What follows belongs to an exercise in optimizing a design on an open flow for a short achievable clock period and few clock cycles per item; a production flow would make more cautious choices.
Where RTL was checked, it was by simulation tests only, not by an equivalence proof against the original.
Power figures rest on the tool's default switching activity, not on a simulated workload.

==> trial 28 <==
Design rv32_core, start of the top module:
module rv32_core (
   input  logic                  CLK,
   input  logic                  RST_N,
   input  logic                  I_MEM_WAIT,
   output logic                  I_MEM_ENA,
   output logic [32-1:0] I_MEM_ADDR,
   input  logic [32-1:0] I_MEM_RDATA,
   input  logic                  D_MEM_WAIT,
   output logic                  D_MEM_ENA,
   output logic [3:0]            D_MEM_WSTB,
   output logic [32-1:0] D_MEM_ADDR,
   output logic [32-1:0] D_MEM_WDATA,
   input  logic [32-1:0] D_MEM_RDATA
);
==> flow/config.mk <==
export PLATFORM = sky130hd
export DESIGN_NAME = rv32_core
export DESIGN_NICKNAME = rv32_core
export VERILOG_FILES = /design/flow/design.v
export SDC_FILE = /design/flow/constraint.sdc
export NUM_CORES = 4
export LEC_CHECK = 0
export CAP_MARGIN = 20
export CORE_MARGIN = 2
export CORE_UTILIZATION = 40
export SETUP_SLACK_MARGIN = 5
export SLEW_MARGIN = 20
==> flow/constraint.sdc <==
create_clock -name core_clock -period 9.0 [get_ports {CLK}]
set_input_delay 1.8000 -clock core_clock [delete_from_list [all_inputs] [get_ports {CLK}]]
set_output_delay 1.8000 -clock core_clock [all_outputs]
set_load 0.01 [all_outputs]
run.sh (not shown) runs the stock make flow with config.mk's settings and CLKGATE_MAP_FILE= SYNTH_SCRIPT=/design/flow/synth_recipe.tcl, a recipe that flattens the netlist after the stock synthesis.
==> trial 85: changes against trial 28 <==
--- a/flow/design.v
+++ b/flow/design.v
@@ -206,11 +206,10 @@
       end
    end
    logic        id_v;
    logic [31:0] ir;
    logic [31:0] id_pc;
-   logic [31:0] id_timm;    
    logic        id_bp;
    logic        id_hit;
    logic [29:0] id_btgt;
    always_ff @(posedge CLK) begin
       if (!RST_N) begin
@@ -221,14 +220,11 @@
          id_v <= take;
       end
    end
    always_ff @(posedge CLK) begin
       if (take) begin
-         ir      <= nxt_ir;
-         id_timm <= (nxt_ir[3]) ?
-                    {{11{nxt_ir[31]}}, nxt_ir[31], nxt_ir[19:12], nxt_ir[20], nxt_ir[30:21], 1'b0} :
-                    {{19{nxt_ir[31]}}, nxt_ir[31], nxt_ir[7], nxt_ir[30:25], nxt_ir[11:8], 1'b0};
+         ir    <= nxt_ir;
          id_pc   <= nxt_pc[31:0];
          id_btgt <= nxt_pc[61:32];
          id_bp   <= nxt_pc[62];
          id_hit  <= nxt_pc[63];
       end
@@ -293,11 +289,11 @@
          s_add = 1'b1;
       end
    end
    logic        pred_t;
    assign pred_t = d_jal | (d_br & (id_hit ? id_bp : ir[31]));
-   assign id_tgt = id_pc + id_timm;
+   assign id_tgt = id_pc + (d_jal ? imm_j : imm_b);
    logic        wb2_we;
    logic [4:0]  wb2_rd;
    logic [31:0] wb2_d;
    logic [31:0] rf1, rf2;
    rv32_regfile u_regfile (
@@ -362,67 +358,46 @@
    assign id_redir = id_v & id_adv & (id_fix_t | id_fix_n);
    logic [31:0] id_link;
    assign id_link = id_pc + 32'd4;
    logic [31:0] ex_a, ex_b, ex_opb, ex_btgt, ex_link;
    logic [11:0] ex_pcb;
-   logic [31:0] ex_opbx;
-   logic        ex_s_rr, ex_s_mr, ex_s_rm, ex_s_mm;
    logic        ex_fa_m, ex_fb_m, ex_fs_m;
-   logic        ex_br, ex_jalr, ex_jal, ex_st, ex_pred, ex_tok, ex_bp;
-   logic [29:0] ex_bpt;
-   assign ex_tok = ~ex_bp | (ex_bpt == ex_btgt[31:2]);
+   logic        ex_br, ex_jalr, ex_jal, ex_st, ex_pred, ex_tok;
    logic [2:0]  ex_f3;
    logic        ex_ceq, ex_clt, ex_cltu, ex_cinv;
    logic        ex_add, ex_sub, ex_slt, ex_sltu, ex_xor, ex_or, ex_and,
                 ex_sll, ex_srl, ex_sra, ex_link_s;
-   logic id_go;
-   assign id_go = id_v & id_adv;
-   logic       ex_kill, ex_vr, ex_ldr, ex_brr, ex_jalrr, ex_jalr_r, ex_str;
-   logic [4:0] ex_rdr;
+   logic id_go;    
+   assign id_go = id_v & id_adv & ~ex_redir;
    always_ff @(posedge CLK) begin
       if (!RST_N) begin
-         ex_kill   <= 1'b0;
-         ex_vr     <= 1'b0;
-         ex_rdr    <= 5'd0;
-         ex_ldr    <= 1'b0;
-         ex_brr    <= 1'b0;
-         ex_jalrr  <= 1'b0;
-         ex_jalr_r <= 1'b0;
-         ex_str    <= 1'b0;
+         ex_v  <= 1'b0;
+         ex_rd <= 5'd0;
+         ex_ld <= 1'b0;
+         ex_br <= 1'b0;
+         ex_jalr <= 1'b0;
+         ex_jal <= 1'b0;
+         ex_st <= 1'b0;
       end else if (!gstall) begin
-         ex_kill   <= ex_redir;
-         ex_vr     <= id_go;
-         ex_rdr    <= id_go ? rd_eff : 5'd0;
-         ex_ldr    <= id_go & d_ld;
-         ex_brr    <= id_go & d_br;
-         ex_jalrr  <= id_go & d_jalr;
-         ex_jalr_r <= id_go & d_jal;
-         ex_str    <= id_go & d_st;
+         ex_v    <= id_go;
+         ex_rd   <= id_go ? rd_eff : 5'd0;
+         ex_ld   <= id_go & d_ld;
+         ex_br   <= id_go & d_br;
+         ex_jalr <= id_go & d_jalr;
+         ex_jal  <= id_go & d_jal;
+         ex_st   <= id_go & d_st;
       end
    end
-   assign ex_v    = ex_vr & ~ex_kill;
-   assign ex_rd   = ex_kill ? 5'd0 : ex_rdr;
-   assign ex_ld   = ex_ldr & ~ex_kill;
-   assign ex_br   = ex_brr & ~ex_kill;
-   assign ex_jalr = ex_jalrr & ~ex_kill;
-   assign ex_jal  = ex_jalr_r & ~ex_kill;
-   assign ex_st   = ex_str & ~ex_kill;
    always_ff @(posedge CLK) begin
       if (!gstall) begin
          ex_a       <= d_auipc ? id_pc : (d_lui ? 32'd0 : v1);
          ex_b       <= v2;
          ex_opb     <= d_use_imm ? d_imm : v2;
-         ex_opbx    <= d_use_imm ? d_imm : (s_sub ? ~v2 : v2);
-         ex_s_rr    <= ~fa_m & ~fb_m;
-         ex_s_mr    <=  fa_m & ~fb_m;
-         ex_s_rm    <= ~fa_m &  fb_m;
-         ex_s_mm    <=  fa_m &  fb_m;
          ex_btgt    <= id_tgt;
          ex_link    <= id_link;
          ex_pcb     <= id_pc[13:2];
-         ex_bp      <= id_bp;
-         ex_bpt     <= id_btgt;
+         ex_tok     <= ~id_bp | (id_btgt == id_tgt[31:2]);
          ex_fa_m    <= fa_m;
          ex_fb_m    <= fb_m;
          ex_fs_m    <= fs_m;
          ex_pred    <= pred_t;
          ex_f3      <= f3;
@@ -445,53 +420,36 @@
    end
    logic [31:0] a, b, opb;
    assign a   = ex_fa_m ? m_res : ex_a;
    assign opb = ex_fb_m ? m_res : ex_opb;
    assign b   = ex_fs_m ? m_res : ex_b;      
-   logic [31:0] subv, m_x;
-   assign subv = {32{ex_sub}};
-   assign m_x  = m_res ^ subv;
-   logic [31:0] add_rr, add_mr, add_rm, add_mm, sum;
-   assign add_rr = ex_a  + ex_opbx + {31'd0, ex_sub};
-   assign add_mr = m_res + ex_opbx + {31'd0, ex_sub};
-   assign add_rm = ex_a  + m_x     + {31'd0, ex_sub};
-   assign add_mm = m_res + m_x     + {31'd0, ex_sub};
-   assign sum = ({32{ex_s_rr}} & add_rr) | ({32{ex_s_mr}} & add_mr) |
-                ({32{ex_s_rm}} & add_rm) | ({32{ex_s_mm}} & add_mm);
-   logic eq_rr, eq_mr, eq_rm, lts_rr, lts_mr, lts_rm, ltu_rr, ltu_mr, ltu_rm;
-   assign eq_rr  = (ex_a == ex_opb);
-   assign eq_mr  = (m_res == ex_opb);
-   assign eq_rm  = (ex_a == m_res);
-   assign lts_rr = $signed(ex_a)  < $signed(ex_opb);
-   assign lts_mr = $signed(m_res) < $signed(ex_opb);
-   assign lts_rm = $signed(ex_a)  < $signed(m_res);
-   assign ltu_rr = ex_a  < ex_opb;
-   assign ltu_mr = m_res < ex_opb;
-   assign ltu_rm = ex_a  < m_res;
-   logic lt_s, lt_u, eq_v;
-   assign eq_v = ex_s_mm | (ex_s_rr & eq_rr)  | (ex_s_mr & eq_mr)  | (ex_s_rm & eq_rm);
-   assign lt_s = (ex_s_rr & lts_rr) | (ex_s_mr & lts_mr) | (ex_s_rm & lts_rm);
-   assign lt_u = (ex_s_rr & ltu_rr) | (ex_s_mr & ltu_mr) | (ex_s_rm & ltu_rm);
+   logic [31:0] sum, diff;
+   assign sum  = a + opb;
+   assign diff = a - opb;
+   logic lt_s, lt_u;
+   assign lt_s = $signed(a) < $signed(opb);
+   assign lt_u = a < opb;
    logic [4:0] shamt;
    assign shamt = opb[4:0];
    logic [31:0] sh_l, sh_r, sh_ra;
    assign sh_l  = a << shamt;
    assign sh_r  = a >> shamt;
    assign sh_ra = $signed(a) >>> shamt;
    logic [31:0] res;
-   assign res = ({32{ex_add | ex_sub}} & sum)
+   assign res = ({32{ex_add}}    & sum)
+              | ({32{ex_sub}}    & diff)
               | ({32{ex_slt}}    & {31'd0, lt_s})
               | ({32{ex_sltu}}   & {31'd0, lt_u})
               | ({32{ex_xor}}    & (a ^ opb))
               | ({32{ex_or}}     & (a | opb))
               | ({32{ex_and}}    & (a & opb))
               | ({32{ex_sll}}    & sh_l)
               | ({32{ex_srl}}    & sh_r)
               | ({32{ex_sra}}    & sh_ra)
               | ({32{ex_link_s}} & ex_link);
    logic b_eq, b_lt, b_ltu, taken;
-   assign b_eq  = eq_v;
+   assign b_eq  = (a == opb);
    assign b_lt  = lt_s;
    assign b_ltu = lt_u;
    assign taken = ((ex_ceq & b_eq) | (ex_clt & b_lt) | (ex_cltu & b_ltu)) ^ ex_cinv;
    logic rt, rn;
    assign rt   = ex_jalr | (ex_br & ~ex_pred) | ((ex_jal | ex_br) & ~ex_tok);
==> run notes <==
Result of the run: trial 28 no timing/DRC/antenna violations; trial 85 no timing/DRC/antenna violations
Count of cell types in the netlist: trial 28 101; trial 85 105
Power attributed to sequential cells: trial 28 0.0138 W; trial 85 0.0134 W
Maximum number of pins on one net before global-route repair: trial 28 180; trial 85 80
Post-Syn Instances: trial 28 9896; trial 85 8620
Count of state elements after synthesis: trial 28 2502; trial 85 2422
Design internal power: trial 28 0.0224 W; trial 85 0.0215 W
Global-route wire length before repair: trial 28 693 mm; trial 85 650 mm
Sequential cell area fraction in the yosys report: trial 28 0.559; trial 85 0.579
CTS resizes: trial 28 300; trial 85 562
CP Depth: trial 28 15; trial 85 14
Shortest clock period the worst path allows after layout: trial 28 4.10 ns; trial 85 4.33 ns
Horizontal die dimension: trial 28 580 um; trial 85 561 um
R2r setup slk: trial 28 4.90 ns; trial 85 4.67 ns
Worst setup timing slack at the placement stage: trial 28 3.12 ns; trial 85 2.60 ns
Critical R2R Capture: trial 28 fpc[23]; trial 85 fpc[6]
Post-synth EDFFs: trial 28 2406; trial 85 2327
Detailed-route wire length per cell: trial 28 33.8 um; trial 85 35.5 um
Cell count of the worst reg-to-reg path: trial 28 15; trial 85 14
Multi-input gate count: trial 28 6420; trial 85 5357
Switching power as a share of total power: trial 28 0.291; trial 85 0.284
Effective utilization at floorplan: trial 28 0.402; trial 85 0.402
Number of antenna violations at the first check in global routing: trial 28 34; trial 85 48
Testbench counts of trial 28, summed over its fixed seeds: cycles 132,465, instrs 110,014.
For trial 85, only the layout was checked, not whether the RTL still works.

[re-timing with driven ports]
How much do the figures lean on ideal ports? The routed layouts below were timed once more, with nothing changed but the port constraints. Step 1 (the two cells are an assumption about what drives the block):
set clk [get_ports {CLK}]
set_driving_cell -lib_cell sky130_fd_sc_hd__clkbuf_16 $clk
set_driving_cell -lib_cell sky130_fd_sc_hd__buf_2 [delete_from_list [all_inputs] $clk]
Step 2 adds t to the input delays and takes it off the output delays; t is the mean of the earliest and latest rising clock arrival at the registers after step 1. Input paths then give back, and output paths get back, about the clock's delay inside the block. a / b / c = ideal / step 1 / step 2; a / b = the first two.
run | t, ns | slack for setup (ns) | latest minus earliest clock arrival (ns) | slew at the worst register clock pin (ns) | cell pins on the clock port's net
trial 28 | 0.980 | 4.899 / 4.838 / 4.016 | 0.056 / 0.056 | 0.07 / 0.07 | 1
trial 85 | 0.990 | 4.669 / 4.669 / 3.961 | 0.060 / 0.061 | 0.07 / 0.07 | 1
After both steps every run listed still meets setup and hold. For trial 28, which loses most, drivers alone change the setup slack by -0.061 ns; drivers and shift together by -0.883 ns.
